Context: an optimization exercise on an open-source flow, tuned for small area, a short achievable clock period and few clock cycles per item. The choices shown serve that exercise and are no tape-out recipe. No functional check of the RTL was part of any run shown here.

==> flow/design.v, too long to show whole: its modules and the start of the top module <==
// module barometer_pressure_compensation_unit: 1273 lines
module barometer_pressure_compensation_unit (
    input  wire logic        clk,
    input  wire logic        rst_n,
    input  wire logic        s_tvalid,
    output logic             s_tready,
    input  wire logic [23:0] s_tdata,
    output logic             m_tvalid,
    input  wire logic        m_tready,
    output logic [23:0]      m_tdata,
    output logic [0:0]       m_tuser,
    input  wire logic        cfg_we,
    input  wire logic [bpc_pkg::CFG_ADDR_BITS-1:0] cfg_addr,
    input  wire logic [bpc_pkg::COEF_BITS-1:0]     cfg_wdata
);
  // ...
==> flow/run.sh <==
#!/bin/bash
# synth_recipe.tcl (not shown) runs the flow's synth.tcl, then flattens the netlist and writes it again
# the make line also repeats each setting of config.mk as NAME=value (left out here)
make -C /OpenROAD-flow-scripts/flow DESIGN_CONFIG=/design/flow/config.mk WORK_HOME=/design/flow/orfs CLKGATE_MAP_FILE= SYNTH_SCRIPT=/design/flow/synth_recipe.tcl finish
==> flow/config.mk <==
export PLATFORM = sky130hd
export DESIGN_NAME = barometer_pressure_compensation_unit
export DESIGN_NICKNAME = barometer_pressure_compensation_unit
export VERILOG_FILES = /design/flow/design.v
export SDC_FILE = /design/flow/constraint.sdc
export NUM_CORES = 4
export LEC_CHECK = 0
export ABC_AREA = 1
export CAP_MARGIN = 20
export CORE_MARGIN = 2
export CORE_UTILIZATION = 60
export SETUP_SLACK_MARGIN = 2.5
export SLEW_MARGIN = 20
==> flow/constraint.sdc <==
create_clock -name core_clock -period 7.5 [get_ports {clk}]
set_input_delay 1.5000 -clock core_clock [delete_from_list [all_inputs] [get_ports {clk}]]
set_output_delay 1.5000 -clock core_clock [all_outputs]
set_load 0.01 [all_outputs]
==> impl_metrics.ini, run 1 <==
[placed_design]
hpwl_um = 65900

[layout]
clkCellAreaFrac = 0.0323
layout_common_cells = 877 x inv_1, 623 x nand2_1, 358 x fa_1, 298 x edfxtp_1, 202 x a21oi_1
multi_input_area_sq_um = 18800
nClkBuffers = 41
fillerInstances = 3952
seq_share = 0.258
seqCellArea_sq_um = 9150
finalNonFillerCells = 4338

[clock_tree]
clk_latency_ps = 570

[global_route]
antenna_found_initial = 0
gr-total-overflow = 0

[floorplan]
tap_cells = 680
die_area_sq_um = 53700

[detailed_routing]
highest_layer = met4
wl_met3_um = 5810
wl_met2_um = 43600

[sta]
setup_tns_ps = 0

[outcome]
status = timing/DRC/antenna clean

[min_path]
holdPathStages = 0

[critical_path]
max_stage_delay_ps = 540
crit_type = flip-flop to primary output
reg2reg_slack_ps = 2530
==> inputs of run 2 (changes only) <==
--- a/flow/design.v
+++ b/flow/design.v
@@ -43,21 +43,21 @@
     logic [3:0]  vld;
     logic        en;
     logic [9:0]  p1_reg, t1_reg;
     logic [3:0]  tk_next, tk2_reg;
     logic [11:0] temp_next;
     logic [25:0] x_next, x2_reg;
     logic [27:0] y_next, y2_reg;
     logic [9:0]  p2_reg, t2_reg;
-    logic [12:0]  lo_sum;
+    logic [16:0]  lo_sum;
     logic        c3_reg;
-    logic [32-1:0] ra3_reg, rb3_reg;
+    logic [28-1:0] ra3_reg, rb3_reg;
     logic [11:0] temp3_reg;
-    logic [32-1:0] s_full;
+    logic [28-1:0] s_full;
     logic [25:0] v;
     logic        clip_lo4_reg, clip_hi4_reg;
     logic [12:0] hl;
     logic [11:0] h4_reg;
     logic [2:0]  g4_reg;
     logic        r4_ones_reg;
     logic [2:0]  r4_low_reg;
     logic [11:0] temp4_reg;
@@ -1245,19 +1245,19 @@
     wire [43:0] tc_rb = {tc_s78, tc_s76, tc_s74, tc_s72, tc_s70, tc_s68, tc_s66, tc_s64, tc_s62, tc_s60, tc_s58, tc_s56, tc_s54, tc_s52, tc_s50, tc_s48, tc_s46, tc_s44, tc_s42, tc_s40, tc_s38, tc_s36, tc_s34, tc_s32, tc_s30, tc_s28, tc_s26, tc_s24, tc_s22, tc_s20, tc_s18, tc_s16, tc_s14, tc_s12, tc_s10, tc_s8, tc_s6, 1'b0, tc_s2, tc_s1, tc_s0, tb_rb[2], tb_rb[1], tb_rb[0]};
     assign x_next = ta_ra + ta_rb;
     assign y_next = ty_ra + ty_rb;
     assign tk_next = 4'(t1_reg >= 10'd17)  + 4'(t1_reg >= 10'd124) + 4'(t1_reg >= 10'd231)
                    + 4'(t1_reg >= 10'd338) + 4'(t1_reg >= 10'd445) + 4'(t1_reg >= 10'd552)
                    + 4'(t1_reg >= 10'd659) + 4'(t1_reg >= 10'd766) + 4'(t1_reg >= 10'd873)
                    + 4'(t1_reg >= 10'd980);
     assign temp_next = bpc_pkg::T_BASE + 12'(tk2_reg) - 12'(t2_reg) - 12'({t2_reg, 1'b0});
-    assign lo_sum = {1'b0, tc_ra[12-1:0]} + {1'b0, tc_rb[12-1:0]};
-    assign s_full = ra3_reg + rb3_reg + 32'(c3_reg);
-    assign v      = s_full[32-1:6];
+    assign lo_sum = {1'b0, tc_ra[16-1:0]} + {1'b0, tc_rb[16-1:0]};
+    assign s_full = ra3_reg + rb3_reg + 28'(c3_reg);
+    assign v      = s_full[28-1:2];
     assign hl     = 13'(v[21:10]) + 13'(v[9:0]);
     always_comb
     begin
         c  = r4_ones_reg && (4'(r4_low_reg) + 4'(g4_reg) >= 4'd7);
         q2 = {h4_reg, 1'b1} + {9'd0, g4_reg, c};
         if (clip_lo4_reg)
             pres = 12'd0;
         else if (clip_hi4_reg)
@@ -1271,19 +1271,19 @@
         begin
             p1_reg       <= s_tdata[9:0];
             t1_reg       <= s_tdata[19:10];
             x2_reg       <= x_next;
             y2_reg       <= y_next;
             p2_reg       <= p1_reg;
             t2_reg       <= t1_reg;
             tk2_reg      <= tk_next;
-            c3_reg       <= lo_sum[12];
-            ra3_reg      <= tc_ra[43:12];
-            rb3_reg      <= tc_rb[43:12];
+            c3_reg       <= lo_sum[16];
+            ra3_reg      <= tc_ra[43:16];
+            rb3_reg      <= tc_rb[43:16];
             temp3_reg    <= temp_next;
             clip_lo4_reg <= v[25];
             clip_hi4_reg <= !v[25] && ((|v[24:22]) || (&v[21:12]));
             h4_reg       <= v[21:10];
             g4_reg       <= hl[12:10];
             r4_ones_reg  <= &hl[9:3];
             r4_low_reg   <= hl[2:0];
             temp4_reg    <= temp3_reg;
==> flow/config.mk (replaced) <==
export PLATFORM = sky130hd
export DESIGN_NAME = barometer_pressure_compensation_unit
export DESIGN_NICKNAME = barometer_pressure_compensation_unit
export VERILOG_FILES = /design/flow/design.v
export SDC_FILE = /design/flow/constraint.sdc
export NUM_CORES = 4
export LEC_CHECK = 0
export ABC_AREA = 1
export CAP_MARGIN = 20
export CORE_MARGIN = 2
export CORE_UTILIZATION = 40
export SETUP_SLACK_MARGIN = 2.5
export SLEW_MARGIN = 20
==> impl_metrics.ini, run 2 <==
[floorplan]
die_area_sq_um = 78800
start_util = 0.404
core_area_sq_um = 75800
dieWidth_um = 281
dieHeight_um = 281
ios = 74
row_count = 101

[placed_design]
port_buffers = 69
placedCellCount = 4371
hpwl_um = 63600
place_congestion = 0.967

[sta]
worst_pin_slew_ps = 857
finalCritPeriodShare = 0.672
fin_crit_ps = 5040
hold_viol_final = 0
setup_tns_ps = 0
setup_viol = 0
grt_setup_unrepaired = true
final-max-slew-violation-count = 0
slew_headroom = 0.428
timing.clock.skew_ps = 18.3
max_freq_ghz = 0.199

[synthesis]
synth_common_cells = 878 x inv_1, 616 x nand2_1, 399 x fa_1
synth_most_common_cell = inv_1
ys_types = 57
synth.area.top_cells = edfxtp_1 28%, fa_1 26%, inv_1 11%
synth.net_count = 4039
synth_edf_count = 290
syn_avg_cell_area_sq_um = 9.04
netlist_area_sq_um = 30600
ys_warn_count = 1
yosysSeqAreaShare = 0.291
synth_ff_type = edfxtp_1
synth_top_area_frac = 0.284
yosysTopAreaCell = edfxtp_1
ys_ff_latch = 298
async_flop_share = 0.0268
synthCells = 3389

[critical_path]
critPathArrivalTime_ps = 5320
cp-start-kind = flip-flop
endpoint_kind = flip-flop
crit_buf_inv = 6
reg2reg_slack_ps = 2460
worstPathMaxFanout = 8
crit_family = adder cells
critPathMostFrequentCell = fa_1
cp_cell_sequence = buf_12 > nand2_1 > inv_1 > fa_1 > inv_2 > fa_2 > fa_2 > fa_1 > fa_1 > inv_1 > ha_2 > inv_2 > fa_1 > inv_1 > fa_1 > ha_4 > a21oi_2 > o221ai_2
cp_slowest_cell = fa_1
required_ps = 7790
max_stage_delay_ps = 550
crit_type = flip-flop to flip-flop

[layout]
finalNonFillerCells = 4553
layout_common_cells = 847 x inv_1, 597 x nand2_1, 359 x fa_1, 290 x edfxtp_1, 233 x a21oi_1
area_delta_synth_final_pct = 15.3
fillerInstances = 7273
layout.nets = 4201
largest_reg_flops = 28
final_layout_size_suffix_gt1_frac = 0.116
multi_input_area_sq_um = 18600
diodes = 0
seqCellArea_sq_um = 8910
layout_commonest_cell = inv_1

[clock_tree]
numCtsBuffers = 36
clockBufferDepth = 3
cts_tree = yes
path_clk_slew_ps = 60
h-tree-depth = 2
cts-root-buf = clkbuf_16
cts_sinks = 298
clk_latency_ps = 550

[global_route]
grt_pass1_wl_um = 128000
grt_use_total = 0.210
gr-total-overflow = 0
grt_pass1_vias = 23300
grt_start_max_net_pins = 76
antenna_found_initial = 0

[outcome]
status = timing/DRC/antenna clean

[detailed_routing]
vias = 22900
drc = 0
drt_wl_total_um = 82000
antenna_left = 0
via_per_inst = 5.02
drt_iter0_drc = 1614
firstDrtPassIters = 6
post_drt_wl_per_cell_um = 18.0

[min_path]
min_path_type = flip-flop to flip-flop

[job]
drv_cap = 0
## run 2: cell types whose count changed in the layout (fill, tap and decap cells not counted), moves of 7 or more
cell / previous run / this run
a31oi_1: 34 / 8
inv_1: 877 / 847
o21ai_0: 51 / 37
a21oi_1: 202 / 233
buf_6: 23 / 8
edfxtp_1: 298 / 290
buf_12: 8 / 15
nand2_1: 623 / 597
nand4_1: 10 / 17
a21oi_2: 7 / 14
nand3_1: 51 / 62
## run 2: worst reg2reg max path, cell delays in order (launching register included)
cell and delay, ps:
edfxtp_1 440, buf_12 170, nand2_1 70, inv_1 60, fa_1 550, inv_2 50, fa_2 360, fa_2 350
fa_1 510, fa_1 420, inv_1 80, ha_2 180, inv_2 40, fa_1 520, inv_1 50, fa_1 520
ha_4 220, a21oi_2 120, o221ai_2 90
## run 2: what timing repair did
item                                   4_1_cts  5_1_grt
endpoints found under the hold margin        0        0
pin swaps                                   16       50
hold buffers                                 0        0
gates resized for setup                     89      131
gates cloned                                 0        2
setup buffers                               74       44
setup endpoints to repair                   64       46
## run 2: area by class of cell
class / instances / share of cell area
well taps: 978 / 0.0347
multi-input cells: 2111 / 0.527
flip-flops and latches: 298 / 0.252
clock buffers: 43 / 0.0269
repair buffers: 215 / 0.0580
clock inverters: 19 / 0.00553
inverters: 889 / 0.0958
## run 2: cell families (layout without fill, tap and decap cells)
kind of cell | count (synthesis) | count (layout) | share of synthesized area
flip-flops | 298 | 298 | 0.291
adder cells (fa/ha/maj) | 603 | 603 | 0.344
AND/OR/NAND/NOR | 911 | 911 | 0.122
XOR/XNOR | 84 | 84 | 0.0240
buffers and inverters | 980 | 1166 | 0.120
AO/OA/AOI/OAI | 513 | 513 | 0.0980
## run 2: path summary, 6_finish.rpt
kind,depth (start not counted),startpoint,endpoint
setup / recovery,18,p2_reg[2],c3_reg
hold / removal,0,temp3_reg[2],temp4_reg[2]
setup reg to reg,18,p2_reg[2],c3_reg
hold reg to reg,0,temp3_reg[2],temp4_reg[2]
max in group asynchronous,1,rst_n,ok_reg[2]
min in group asynchronous,1,rst_n,ok_reg[1]
## run 2: metal layers
| layer | global-route usage | vias to the layer above | wire (um) |
|---|---|---|---|
| met5 | 0 | - | 0 |
| met4 | 0.0817 | 0 | 3410 |
| met3 | 0.0244 | 165 | 4650 |
| met2 | 0.367 | 745 | 40000 |
| met1 | 0.266 | 11000 | 34000 |
| li1 | - | 11000 | - |
## run 2: stage by stage
step                setup slack, ps  hold WS (ps)  cell area [sq um]  utilization
finish                         2460           414              35300        0.466
global route                   2290           424              35300        0.466
CTS                            2390           415              34400        0.454
detailed placement             1810           405              32400        0.427
global placement               1780           403              32400        0.427
floorplan                      2500           400              30700            -
==> inputs of run 3 (changes only) <==
==> flow/flow/run.sh (new file) <==
#!/bin/bash
# The standard layout, with one step added between synthesis and floorplan:
# polarity.py removes inverters around the full-adder cells of the synthesized
# netlist (a full adder complements both outputs when its three inputs are
# complemented, so each fa cell can take its inputs in whichever polarity needs
# fewer inverters). Registers, cells other than inverters and every other step
# are the standard flow's.
set -euo pipefail
res=orfs/results/${FLOW_PLATFORM}/barometer_pressure_compensation_unit/base
bash standard.sh synth > standard_synth.log 2>&1
cp "$res/1_2_yosys.v" synth_netlist.v
python3 flow/polarity.py synth_netlist.v "$res/1_2_yosys.v" > polarity.log 2>&1
touch "$res/1_2_yosys.v"
bash standard.sh finish > standard_finish.log 2>&1
==> flow/flow/polarity.py (new file) <==
#!/usr/bin/env python3
"""Removes inverters around full-adder cells of a flat sky130 gate netlist.

A full adder is self-dual: complementing its three inputs complements both
outputs.  Each fa cell may therefore be "flipped" (inputs and outputs taken
in complemented form) without changing what the netlist computes.  The script
collapses the netlist's inverters, picks a flip for every fa cell by local
search so that as few signals as possible are needed in both polarities, and
writes the netlist back with one inverter per signal that still needs its
complement.  Flip-flops, ports and every other cell are left as they are.

usage: polarity.py IN.v OUT.v
"""
import re
import sys
import random

OUT_PINS = {"X", "Y", "Q", "Q_N", "SUM", "COUT", "HI", "LO", "GCLK"}
INV_RE = re.compile(r"^sky130_fd_sc_hd__(inv|clkinv)_\d+$")
FA_RE = re.compile(r"^sky130_fd_sc_hd__fa_\d+$")


def esc(net):
    """an escaped identifier ends at white space"""
    return net + " " if net.startswith("\\") else net


def parse(text):
    m = re.search(r"^\s*module\s+(\w+)\s*\((.*?)\);", text, re.S | re.M)
    ports = [p.strip() for p in m.group(2).split(",")]
    cell_re = re.compile(r"^  (sky130_fd_sc_hd__\w+)\s+(\S+)\s*\((.*?)\n  \);\n", re.S | re.M)
    cells = []
    spans = []
    for cm in cell_re.finditer(text):
        pins = {}
        for pm in re.finditer(r"\.(\w+)\(([^()]*)\)", cm.group(3)):
            pins[pm.group(1)] = pm.group(2).strip()
        cells.append([cm.group(1), cm.group(2), pins])
        spans.append((cm.start(), cm.end()))
    return ports, cells, spans


def main():
    src, dst = sys.argv[1], sys.argv[2]
    text = open(src).read()
    ports, cells, spans = parse(text)
    assert "assign" not in text, "netlist has assign statements"

    def is_port(net):
        base = net.lstrip("\\").split("[")[0].strip()
        return base in ports

    driver = {}            # net -> (cell index, pin)
    loads = {}             # net -> list of (cell index, pin)
    for i, (typ, name, pins) in enumerate(cells):
        for p, n in pins.items():
            if p in OUT_PINS:
                assert n not in driver, f"two drivers on {n}"
                driver[n] = (i, p)
            else:
                loads.setdefault(n, []).append((i, p))

    # inverters that may be collapsed: input driven by a cell, output feeding only cells
    inv = set()
    for i, (typ, name, pins) in enumerate(cells):
        if INV_RE.match(typ):
            a, y = pins["A"], pins["Y"]
            if a in driver and not is_port(a) and not is_port(y) and y in loads:
                inv.add(i)

    def root(net):
        pol = 0
        while net in driver and driver[net][0] in inv:
            net = cells[driver[net][0]][2]["A"]
            pol ^= 1
        return net, pol

    fa = [i for i, c in enumerate(cells) if FA_RE.match(c[0])]
    faidx = {i: k for k, i in enumerate(fa)}
    # requirements: for each root net, list of (fa index or -1, polarity)
    req = {}
    for i, (typ, name, pins) in enumerate(cells):
        if i in inv:
            continue
        for p, n in pins.items():
            if p in OUT_PINS:
                continue
            r, pol = root(n)
            req.setdefault(r, []).append((faidx.get(i, -1), pol, i, p))
    src_fa = {}
    for r in req:
        if r in driver and driver[r][0] in faidx:
            src_fa[r] = faidx[driver[r][0]]
    touch = [[] for _ in fa]
    for r, lst in req.items():
        ks = {k for k, _, _, _ in lst if k >= 0}
        if r in src_fa:
            ks.add(src_fa[r])
        for k in ks:
            touch[k].append(r)

    x = [0] * len(fa)

    def cost(r):
        sp = x[src_fa[r]] if r in src_fa else 0
        for k, pol, _, _ in req[r]:
            if (pol ^ (x[k] if k >= 0 else 0)) != sp:
                return 1
        return 0

    def total():
        return sum(cost(r) for r in req)

    start = total()
    best = list(x)
    best_cost = start
    rng = random.Random(1)
    for trial in range(8):
        if trial:
            x = [v if rng.random() < 0.8 else 1 - v for v in best]
        improved = True
        while improved:
            improved = False
            for k in range(len(fa)):
                rs = set(touch[k])
                before = sum(cost(r) for r in rs)
                x[k] ^= 1
                after = sum(cost(r) for r in rs)
                if after < before:
                    improved = True
                else:
                    x[k] ^= 1
        c = total()
        if c < best_cost:
            best, best_cost = list(x), c
    x = best

    # rewrite: drop collapsed inverters, add one inverter per root that needs it
    newpins = {}
    added = []
    decl = []
    for r, lst in req.items():
        sp = x[src_fa[r]] if r in src_fa else 0
        comp = None
        for k, pol, i, p in lst:
            need = pol ^ (x[k] if k >= 0 else 0)
            if need == sp:
                net = r
            else:
                if comp is None:
                    comp = f"polnet_{len(added)}"
                    added.append((r, comp))
                    decl.append(f"  wire {comp};\n")
                net = comp
            newpins.setdefault(i, {})[p] = net
    out = []
    last = 0
    for i, (s, e) in enumerate(spans):
        out.append(text[last:s])
        last = e
        if i in inv:
            continue
        typ, name, pins = cells[i]
        pins = dict(pins)
        pins.update(newpins.get(i, {}))
        body = ",\n".join(f"    .{p}({esc(n)})" for p, n in pins.items())
        out.append(f"  {typ} {name} (\n{body}\n  );\n")
    tail = text[last:]
    body = "".join(out)
    ins = "".join(f"  sky130_fd_sc_hd__inv_1 polinv_{j} (\n    .A({esc(r)}),\n    .Y({c})\n  );\n"
                  for j, (r, c) in enumerate(added))
    tail = tail.replace("endmodule", ins + "endmodule", 1)
    # declare the new nets after the module's port list declarations
    k = body.find("  wire ")
    body = body[:k] + "".join(decl) + body[k:]
    open(dst, "w").write(body + tail)
    print(f"fa cells {len(fa)}, flipped {sum(x)}; inverters collapsed {len(inv)}, "
          f"signals needing a complement {start} -> {best_cost}, inverters written {len(added)}")


main()
==> flow/standard.sh (new file) <==
#!/bin/bash
# synth_recipe.tcl (not shown) runs the flow's synth.tcl, then flattens the netlist and writes it again
# the make line also repeats each setting of config.mk as NAME=value (left out here)
make -C /OpenROAD-flow-scripts/flow DESIGN_CONFIG=/design/flow/config.mk WORK_HOME=/design/flow/orfs CLKGATE_MAP_FILE= SYNTH_SCRIPT=/design/flow/synth_recipe.tcl "${@:-finish}"
removed: flow/run.sh
==> impl_metrics.ini, run 3 <==
[outcome]
status = timing/DRC/antenna clean

[sta]
setup_viol = 0
finalCritPeriodShare = 0.666
grt_setup_unrepaired = true
setup_tns_ps = 0
fin_crit_ps = 4990
final-max-slew-violation-count = 0
setup_slack_ps = 2510
max_freq_ghz = 0.200
hold_viol_final = 0
slew_headroom = 0.367
timing.clock.skew_ps = 45.9
worst_pin_slew_ps = 950

[detailed_routing]
post_drt_wl_per_cell_um = 19.7
firstDrtPassIters = 5
antenna_left = 0
drc = 0
via_per_inst = 5.26
vias = 22100
drt_wl_total_um = 82300
drt_iter0_drc = 1578

[global_route]
use_met2 = 0.384
gr-total-overflow = 0
grt_pass1_wl_um = 127000
grt_pass1_vias = 22200
grt_start_max_net_pins = 77
grt_use_met3 = 0.0244
grt_use_total = 0.219
antenna_found_initial = 0
top_usage_layer = met2
grtUsageMet1 = 0.275

[critical_path]
crit_type = flip-flop to primary output
max_stage_delay_ps = 480
path_depth = 16
cp_slowest_cell = fa_1
endpoint_kind = primary output
worstPathMaxFanout = 3
cp_cell_sequence = ha_2 > fa_1 > o21a_1 > nand3_2 > nand2_2 > nand2_2 > fa_2 > inv_2 > a31oi_4 > nor3_4 > nand3_2 > buf_6 > nand3b_1 > xor2_1 > a21oi_1 > buf_2
cp-start-kind = flip-flop
reg2reg_slack_ps = 2540
crit_family = adder cells
crit_buf_inv = 3
required_ps = 6000
r2r_cells = 21
critPathArrivalTime_ps = 3490

[clock_tree]
clk_latency_ps = 580
numCtsBuffers = 38
clockBufferDepth = 3
cts_sinks = 298
h-tree-depth = 2
path_clk_slew_ps = 70
cts-root-buf = clkbuf_16
cts_hold_buf = 0
cts_tree = yes

[synthesis]
syn_avg_cell_area_sq_um = 9.71
netlist_area_sq_um = 29200
ys_warn_count = 1
synthCells = 3004
synth.net_count = 3654

[layout]
final_layout_size_suffix_gt1_frac = 0.142
layout.nets = 3852
largest_reg_flops = 28
layout_common_cells = 603 x nand2_1, 472 x inv_1, 358 x fa_1, 290 x edfxtp_1, 228 x a21oi_1
layout_commonest_cell = nand2_1
fillerInstances = 6905
diodes = 0
area_delta_synth_final_pct = 17.5
finalNonFillerCells = 4189

[floorplan]
dieWidth_um = 274
ios = 74
row_count = 99
die_area_sq_um = 75100
dieHeight_um = 274
core_area_sq_um = 72600
start_util = 0.402

[min_path]
holdPathStages = 0
min_path_type = flip-flop to flip-flop

[placed_design]
hpwl_um = 63400
port_buffers = 69
dp_slack_ps = 1760
placedCellCount = 3971
place_congestion = 0.957

[job]
drv_cap = 0
[run 3: cell count changes in the layout (fill, tap and decap cells not counted), sizes merged, moves of 2 or more]
| cell | change |
|---|---|
| clkinvlp | +10 |
| buf | +33 |
| inv | -391 |
| bufinv | -2 |
| clkdlybuf4s50 | +4 |
| dlymetal6s2s | -3 |
| clkinv | +4 |
[run 3: stage by stage]
step | hold WS [ps] | utilization | instance area [sq um]
2_1_floorplan | 400 | - | 29300
3_3_place_gp | 403 | 0.427 | 31000
3_5_place_dp | 405 | 0.427 | 31000
4_1_cts | 400 | 0.459 | 33300
5_1_grt | 408 | 0.472 | 34300
6_report | 401 | 0.472 | 34300
[run 3: timing repair]
| action | in CTS | in global routing |
|---|---|---|
| gates cloned | 1 | 1 |
| buffers inserted | 90 | 58 |
| resized for setup | 117 | 122 |
| pin swaps | 13 | 38 |
| setup endpoints to repair | 69 | 39 |
[run 3: layer usage]
layer / vias to the layer above / wire length, um
li1: 10300 / -
met1: 10700 / 32900
met2: 909 / 40600
met3: 209 / 4700
met4: 0 / 4130
met5: - / 0
[run 3: final cells by class]
class / count / area (sq um) / area share
inverters: 504 / 1940 / 0.0567
multi-input cells: 2111 / 18700 / 0.546
clock inverters: 25 / 214 / 0.00624
flip-flops and latches: 298 / 8910 / 0.260
clock buffers: 43 / 991 / 0.0289
well taps: 959 / 1200 / 0.0350
repair buffers: 249 / 2320 / 0.0676
[run 3: worst reg2reg max path, cell delays in order (launching register included)]
cell and delay, ps:
dfrtp_2 400, clkinvlp_4 160, buf_4 170, buf_4 150
nor2_2 100, buf_4 200, clkinvlp_4 180, o22ai_1 150
a21oi_1 90, fa_1 410, fa_1 400, fa_1 490
fa_1 510, inv_1 70, ha_4 310, nand2_2 90
o21ai_0 160, inv_1 90, nor3_1 130, nor3_1 70
o211ai_1 150, xor2_2 280
[run 3: worst paths after layout]
| path | from | endpoint |
|---|---|---|
| worst max-delay path | g4_reg[0] | m_tdata[11] |
| worst min-delay path | p1_reg[2] | p2_reg[2] |
| worst max register to register | ok_reg[2] | y2_reg[25] |
| worst min register to register | p1_reg[2] | p2_reg[2] |
| max in group asynchronous | rst_n | vld[1] |
| min in group asynchronous | rst_n | ok_reg[2] |
==> inputs of run 4 (changes only) <==
--- a/flow/flow/run.sh
+++ b/flow/flow/run.sh
@@ -6,3 +6,4 @@
 # fewer inverters). Registers, cells other than inverters and every other step
-# are the standard flow's.
+# are the standard flow's, except that the ports are buffered with buf_2 cells
+# (BUFFER_PORTS_ARGS) rather than the slow delay-buffer cell the resizer picks.
 set -euo pipefail
@@ -13,2 +14,2 @@
 touch "$res/1_2_yosys.v"
-bash standard.sh finish > standard_finish.log 2>&1
+bash standard.sh "BUFFER_PORTS_ARGS=-buffer_cell sky130_fd_sc_hd__buf_2" finish > standard_finish.log 2>&1
==> impl_metrics.ini, run 4 <==
[detailed_routing]
drt_wl_total_um = 81500
via_per_inst = 5.25
drt_iter0_drc = 1763
antenna_left = 0
drc = 0
post_drt_wl_per_cell_um = 19.5
firstDrtPassIters = 8
vias = 21900

[sta]
holdWs_ps = 416
timing.clock.skew_ps = 28.0
max_freq_ghz = 0.204
fin_crit_ps = 4910
setup_viol = 0
setup_slack_ps = 2590
slew_headroom = 0.338
finalCritPeriodShare = 0.655
grt_setup_unrepaired = true
final-max-slew-violation-count = 0
setup_tns_ps = 0
worst_pin_slew_ps = 993
hold_viol_final = 0

[floorplan]
start_util = 0.402
ios = 74
row_count = 99
die_area_sq_um = 75100
dieWidth_um = 274
core_area_sq_um = 72600
dieHeight_um = 274

[global_route]
antenna_found_initial = 0
grt_pass1_wl_um = 126000
gr-total-overflow = 0
grt_use_total = 0.218
grt_pass1_vias = 22100
grt_start_max_net_pins = 81

[clock_tree]
cts-root-buf = clkbuf_16
cts_hold_buf = 0
h-tree-depth = 2
cts_sinks = 298
clk_latency_ps = 560
clockBufferDepth = 3
cts_tree = yes
numCtsBuffers = 36
path_clk_slew_ps = 60

[job]
drv_cap = 0

[synthesis]
netlist_area_sq_um = 29200
synthCells = 3004
ys_warn_count = 1
syn_avg_cell_area_sq_um = 9.71
synth.net_count = 3654

[layout]
layout_common_cells = 599 x nand2_1, 475 x inv_1, 358 x fa_1, 290 x edfxtp_1, 233 x a21oi_1
fillerInstances = 6930
layout.nets = 3838
final_layout_size_suffix_gt1_frac = 0.153
layout_commonest_cell = nand2_1
diodes = 0
largest_reg_flops = 28
area_delta_synth_final_pct = 16.0
fin_util = 0.466

[placed_design]
port_buffers = 69
place_congestion = 0.974
dp_slack_ps = 1660
hpwl_um = 62800

[critical_path]
cp-start-kind = flip-flop
critPathArrivalTime_ps = 5290
crit_type = flip-flop to flip-flop
endpoint_kind = flip-flop
worstPathMaxFanout = 5
required_ps = 7880

[outcome]
status = timing/DRC/antenna clean

[min_path]
min_path_type = flip-flop to flip-flop
## run 4: worst paths after layout
check | startpoint | end | slack (ps) | cells past startpoint
setup / recovery | t1_reg[0] | y2_reg[25] | 2590 | 19
hold / removal | p1_reg[1] | p2_reg[1] | 420 | 0
setup reg to reg | t1_reg[0] | y2_reg[25] | 2590 | 19
hold reg to reg | p1_reg[1] | p2_reg[1] | 420 | 0
max in group asynchronous | rst_n | ok_reg[3] | 6470 | 1
min in group asynchronous | rst_n | ok_reg[2] | 800 | 1
## run 4: per-layer routing
| layer | global-route usage | part of all wire | vias up |
|---|---|---|---|
| met5 | 0 | 0 | - |
| met4 | 0.0974 | 0.049 | 0 |
| met3 | 0.0245 | 0.056 | 199 |
| met2 | 0.382 | 0.50 | 852 |
| met1 | 0.270 | 0.40 | 10600 |
| li1 | - | - | 10200 |
## run 4: what timing repair did
| item | in CTS | in global routing |
|---|---|---|
| resized for setup | 85 | 125 |
| buffers inserted | 83 | 54 |
| endpoints found under the setup margin | 72 | 46 |
| pin swaps | 10 | 39 |
| gates cloned | 3 | 1 |
## run 4: final cells by class
type | count | area [sq um] | area share
Sequential cell | 298 | 8910 | 0.263
Clock buffer | 47 | 973 | 0.0288
Inverter | 504 | 1940 | 0.0572
Timing Repair Buffer | 237 | 1960 | 0.0580
Tap cell | 959 | 1200 | 0.0355
Clock inverter | 16 | 190 | 0.00562
Multi-Input combinational cell | 2111 | 18700 | 0.552
## run 4: metrics by stage
step,instances,instance area [sq um]
6_report,4172,33800
4_1_cts,4117,32900
5_1_grt,4172,33800
3_3_place_gp,3968,30600
2_1_floorplan,3004,29300
3_5_place_dp,3968,30600
## run 4: critical path, cell delays in order (launching register included)
cell and delay (ps):
edfxtp_1 540, nand2_2 240, nor2_4 250, clkinvlp_4 180, buf_12 160, o22ai_1 120, a21oi_1 80, fa_1 420
fa_2 420, fa_1 470, fa_1 410, inv_1 110, ha_4 140, inv_1 50, nor2_1 90, inv_1 100
nor4_4 280, nand2_1 80, o211ai_1 320, xor2_2 260
==> inputs of run 5 (changes only) <==
--- a/flow/flow/run.sh
+++ b/flow/flow/run.sh
@@ -5,3 +5,4 @@
 # complemented, so each fa cell can take its inputs in whichever polarity needs
-# fewer inverters). Registers, cells other than inverters and every other step
+# fewer inverters), and gives each fa cell's latest-arriving input its carry
+# input pin, the fastest of the three (the cell is symmetric in them). Registers, cells other than inverters and every other step
 # are the standard flow's, except that the ports are buffered with buf_2 cells
--- a/flow/flow/polarity.py
+++ b/flow/flow/polarity.py
@@ -40,2 +40,72 @@
     return ports, cells, spans
+
+
+# rough delays (ns) for ordering the inputs of each full adder: its carry input
+# is its fastest, so the latest-arriving signal goes there
+FA_SUM = {"A": 0.53, "B": 0.50, "CIN": 0.48}
+FA_COUT = {"A": 0.42, "B": 0.39, "CIN": 0.36}
+
+
+def permute_fa_inputs(final, is_port):
+    drv = {}
+    for key, (typ, name, pins) in final.items():
+        for p, n in pins.items():
+            if p in OUT_PINS:
+                drv[n] = key
+    seq = lambda t: ("dfrtp" in t or "dfxtp" in t or "edfxtp" in t or "dfstp" in t
+                     or "conb" in t or "dlx" in t)
+    arr = {}
+    state = {}
+
+    def arrival(net):
+        if net in arr:
+            return arr[net]
+        stack = [net]
+        while stack:
+            n = stack[-1]
+            if n in arr:
+                stack.pop()
+                continue
+            key = drv.get(n)
+            if key is None:
+                arr[n] = 1.7 if is_port(n) else 0.0
+                stack.pop()
+                continue
+            typ, name, pins = final[key]
+            if seq(typ):
+                arr[n] = 0.45
+                stack.pop()
+                continue
+            ins = [m for p, m in pins.items() if p not in OUT_PINS]
+            todo = [m for m in ins if m not in arr]
+            if todo:
+                if state.get(n) == "visiting":
+                    raise RuntimeError("combinational loop at " + n)
+                state[n] = "visiting"
+                stack.extend(todo)
+                continue
+            if FA_RE.match(typ):
+                order = sorted((pins["A"], pins["B"], pins["CIN"]), key=lambda m: arr[m])
+                a = dict(zip(("A", "B", "CIN"), order))
+                pins.update(a)
+                tsum = max(arr[a[p]] + FA_SUM[p] for p in a)
+                tco = max(arr[a[p]] + FA_COUT[p] for p in a)
+                arr[pins["SUM"]] = tsum
+                arr[pins["COUT"]] = tco
+            else:
+                d = 0.06 if INV_RE.match(typ) else (0.3 if "__ha_" in typ else 0.2)
+                t = max(arr[m] for m in ins) + d if ins else 0.0
+                for p, m in pins.items():
+                    if p in OUT_PINS:
+                        arr[m] = t
+            stack.pop()
+        return arr[net]
+
+    before = {k: (v[2]["A"], v[2]["B"], v[2]["CIN"]) for k, v in final.items() if FA_RE.match(v[0])}
+    for key, (typ, name, pins) in final.items():
+        for p, n in pins.items():
+            if p in OUT_PINS:
+                arrival(n)
+    return sum(1 for k, v in before.items()
+               if (final[k][2]["A"], final[k][2]["B"], final[k][2]["CIN"]) != v)
 
@@ -155,2 +225,13 @@
             newpins.setdefault(i, {})[p] = net
+    # final connections of every kept cell, and the added inverters
+    final = {}
+    for i, (typ, name, pins) in enumerate(cells):
+        if i in inv:
+            continue
+        p2 = dict(pins)
+        p2.update(newpins.get(i, {}))
+        final[i] = [typ, name, p2]
+    for j, (r, c) in enumerate(added):
+        final[("pol", j)] = ["sky130_fd_sc_hd__inv_1", f"polinv_{j}", {"A": r, "Y": c}]
+    permuted = permute_fa_inputs(final, is_port)
     out = []
@@ -162,5 +243,3 @@
             continue
-        typ, name, pins = cells[i]
-        pins = dict(pins)
-        pins.update(newpins.get(i, {}))
+        typ, name, pins = final[i]
         body = ",\n".join(f"    .{p}({esc(n)})" for p, n in pins.items())
@@ -177,3 +256,4 @@
     print(f"fa cells {len(fa)}, flipped {sum(x)}; inverters collapsed {len(inv)}, "
-          f"signals needing a complement {start} -> {best_cost}, inverters written {len(added)}")
+          f"signals needing a complement {start} -> {best_cost}, inverters written {len(added)}; "
+          f"fa cells with inputs reordered {permuted}")
 
==> impl_metrics.ini, run 5 <==
[layout]
layout_common_cells = 604 x nand2_1, 480 x inv_1, 377 x fa_1, 290 x edfxtp_1, 236 x a21oi_1
seqCellArea_sq_um = 8910
layout.nets = 3818
layout_commonest_cell = nand2_1
largest_reg_flops = 28
final_layout_size_suffix_gt1_frac = 0.137
diodes = 0
multi_input_area_sq_um = 18500
finalNonFillerCells = 4153
fillerInstances = 6946
area_delta_synth_final_pct = 14.5
design_area_sq_um = 33400

[floorplan]
die_area_sq_um = 75100
start_util = 0.402
core_area_sq_um = 72600
dieHeight_um = 274
ios = 74
row_count = 99
dieWidth_um = 274

[detailed_routing]
post_drt_wl_per_cell_um = 19.0
drt_iter0_drc = 1629
vias = 21600
drt_wl_total_um = 79000
firstDrtPassIters = 5
antenna_left = 0
via_per_inst = 5.20
drc = 0

[clock_tree]
h-tree-depth = 2
clk_latency_ps = 560
path_clk_slew_ps = 60
cts_sinks = 298
cts_tree = yes
clockBufferDepth = 3
cts-root-buf = clkbuf_16
numCtsBuffers = 35
cts_hold_buf = 0

[synthesis]
synthCells = 3004
ys_warn_count = 1
netlist_area_sq_um = 29200
syn_avg_cell_area_sq_um = 9.71
synth.net_count = 3654

[critical_path]
endpoint_kind = primary output
r2r_cells = 14
rr_endpoint = c3_reg
crit_type = flip-flop to primary output
crit_start = r4_low_reg[0]
worstPathMaxFanout = 4
reg2reg_from = x2_reg[8]
critPathArrivalTime_ps = 3420
required_ps = 6000
reg2reg_slack_ps = 2650
cp-endpoint = m_tdata[11]
cp-start-kind = flip-flop

[sta]
fin_crit_ps = 4920
grt_setup_unrepaired = true
finalCritPeriodShare = 0.656
worst_pin_slew_ps = 858
final-max-slew-violation-count = 0
setup_tns_ps = 0
holdWs_ps = 414
setup_viol = 0
max_freq_ghz = 0.203
timing.clock.skew_ps = 20.8
slew_headroom = 0.428
hold_viol_final = 0
setup_slack_ps = 2580

[job]
drv_cap = 0

[placed_design]
placed_area_sq_um = 30600
place_congestion = 0.934
placedCellCount = 3966
hpwl_um = 61400
port_buffers = 69
dp_slack_ps = 1750

[global_route]
gr-total-overflow = 0
antenna_found_initial = 0
grt_start_max_net_pins = 78
grt_pass1_wl_um = 124000
grt_pass1_vias = 22300
grt_use_total = 0.213

[min_path]
min_path_type = flip-flop to flip-flop

[outcome]
status = timing/DRC/antenna clean
[run 5: changes by cell type in the layout (fill, tap and decap cells not counted), sizes merged]
cell,previous run,this run
clkinv,8,18
clkinvlp,13,8
bufinv,3,4
buf,233,216
inv,496,500
bufbuf,3,1
clkbuf,48,38
[run 5: per-stage QoR]
step                 util
CTS                 0.452
detailed placement  0.421
global route        0.460
global placement    0.421
finish              0.460
floorplan               -
[run 5: how the worst min path moves through the flow]
| stage | from | end | slack [ps] | depth (start not counted) |
|---|---|---|---|---|
| 2_1_floorplan | p1_reg[0] | p2_reg[0] | 400 | 0 |
| 3_3_place_gp | temp3_reg[0] | temp4_reg[0] | 400 | 0 |
| 3_5_place_dp | temp3_reg[1] | temp4_reg[1] | 400 | 0 |
| 4_1_cts | p1_reg[8] | p2_reg[8] | 410 | 0 |
| 5_1_grt | p1_reg[9] | p2_reg[9] | 430 | 0 |
| 6_report | p1_reg[8] | p2_reg[8] | 410 | 0 |
[run 5: area by class of cell]
class,instances,area share
multi-input cells,2111,0.555
flip-flops and latches,298,0.267
inverters,504,0.0576
repair buffers,218,0.0501
well taps,959,0.0359
clock buffers,37,0.0271
clock inverters,26,0.00798
[run 5: per-layer routing]
metal	share of wire	vias up	global-route usage	wire length (um)
met5	0	-	0	0
met4	0.040	0	0.0775	3170
li1	-	10200	-	-
met1	0.41	10500	0.272	32800
met2	0.49	742	0.373	38700
met3	0.055	166	0.0264	4330
[run 5: what timing repair did]
action / CTS / global route
setup endpoints to repair: 64 / 24
pin swaps: 13 / 23
buffers inserted: 90 / 33
resized for setup: 73 / 87
gates cloned: 1 / 0
[run 5: critical path: stages (launching register included)]
cell and delay [ps]:
edfxtp_1 410, ha_2 200, fa_1 490, o21a_1 110, nand3_1 70, nand2_2 80, nand2_2 60, fa_2 360
inv_2 80, a31oi_4 90, nor3_4 160, nand3_2 120, nand3b_1 200, xor2_1 160, a21oi_1 140, buf_2 140

==> static timing again, ports no longer ideal <==
How much do the figures lean on ideal ports? The routed layouts below were timed once more, with nothing changed but the port constraints.
Step 1, drivers: a clkbuf_16 drives clk and a buf_2 each remaining input, both assumed.
Step 2 also shifts input and output timing later by t, the mid clock arrival at the registers, as if the neighbouring blocks saw the same clock.
Slacks: no drivers / after step 1 / after step 2; pairs: no drivers / after step 1.
| run | t (ns) | slack for setup (ns) | latest minus earliest clock arrival (ns) | slew at the worst register clock pin (ns) | worst slew at a driven data input, ns |
|---|---|---|---|---|---|
| run 1 | 0.617 | 2.280 / 2.219 / 2.534 | 0.024 / 0.024 | 0.07 / 0.07 | 0.04 |
| run 2 | 0.605 | 2.463 / 2.463 / 2.463 | 0.021 / 0.021 | 0.06 / 0.06 | 0.05 |
| run 3 | 0.621 | 2.506 / 2.441 / 2.541 | 0.049 / 0.050 | 0.07 / 0.07 | 0.04 |
| run 4 | 0.613 | 2.587 / 2.537 / 2.587 | 0.029 / 0.029 | 0.07 / 0.07 | 0.04 |
| run 5 | 0.613 | 2.581 / 2.516 / 2.647 | 0.021 / 0.021 | 0.07 / 0.07 | 0.05 |
After both steps every run listed still meets setup and hold.
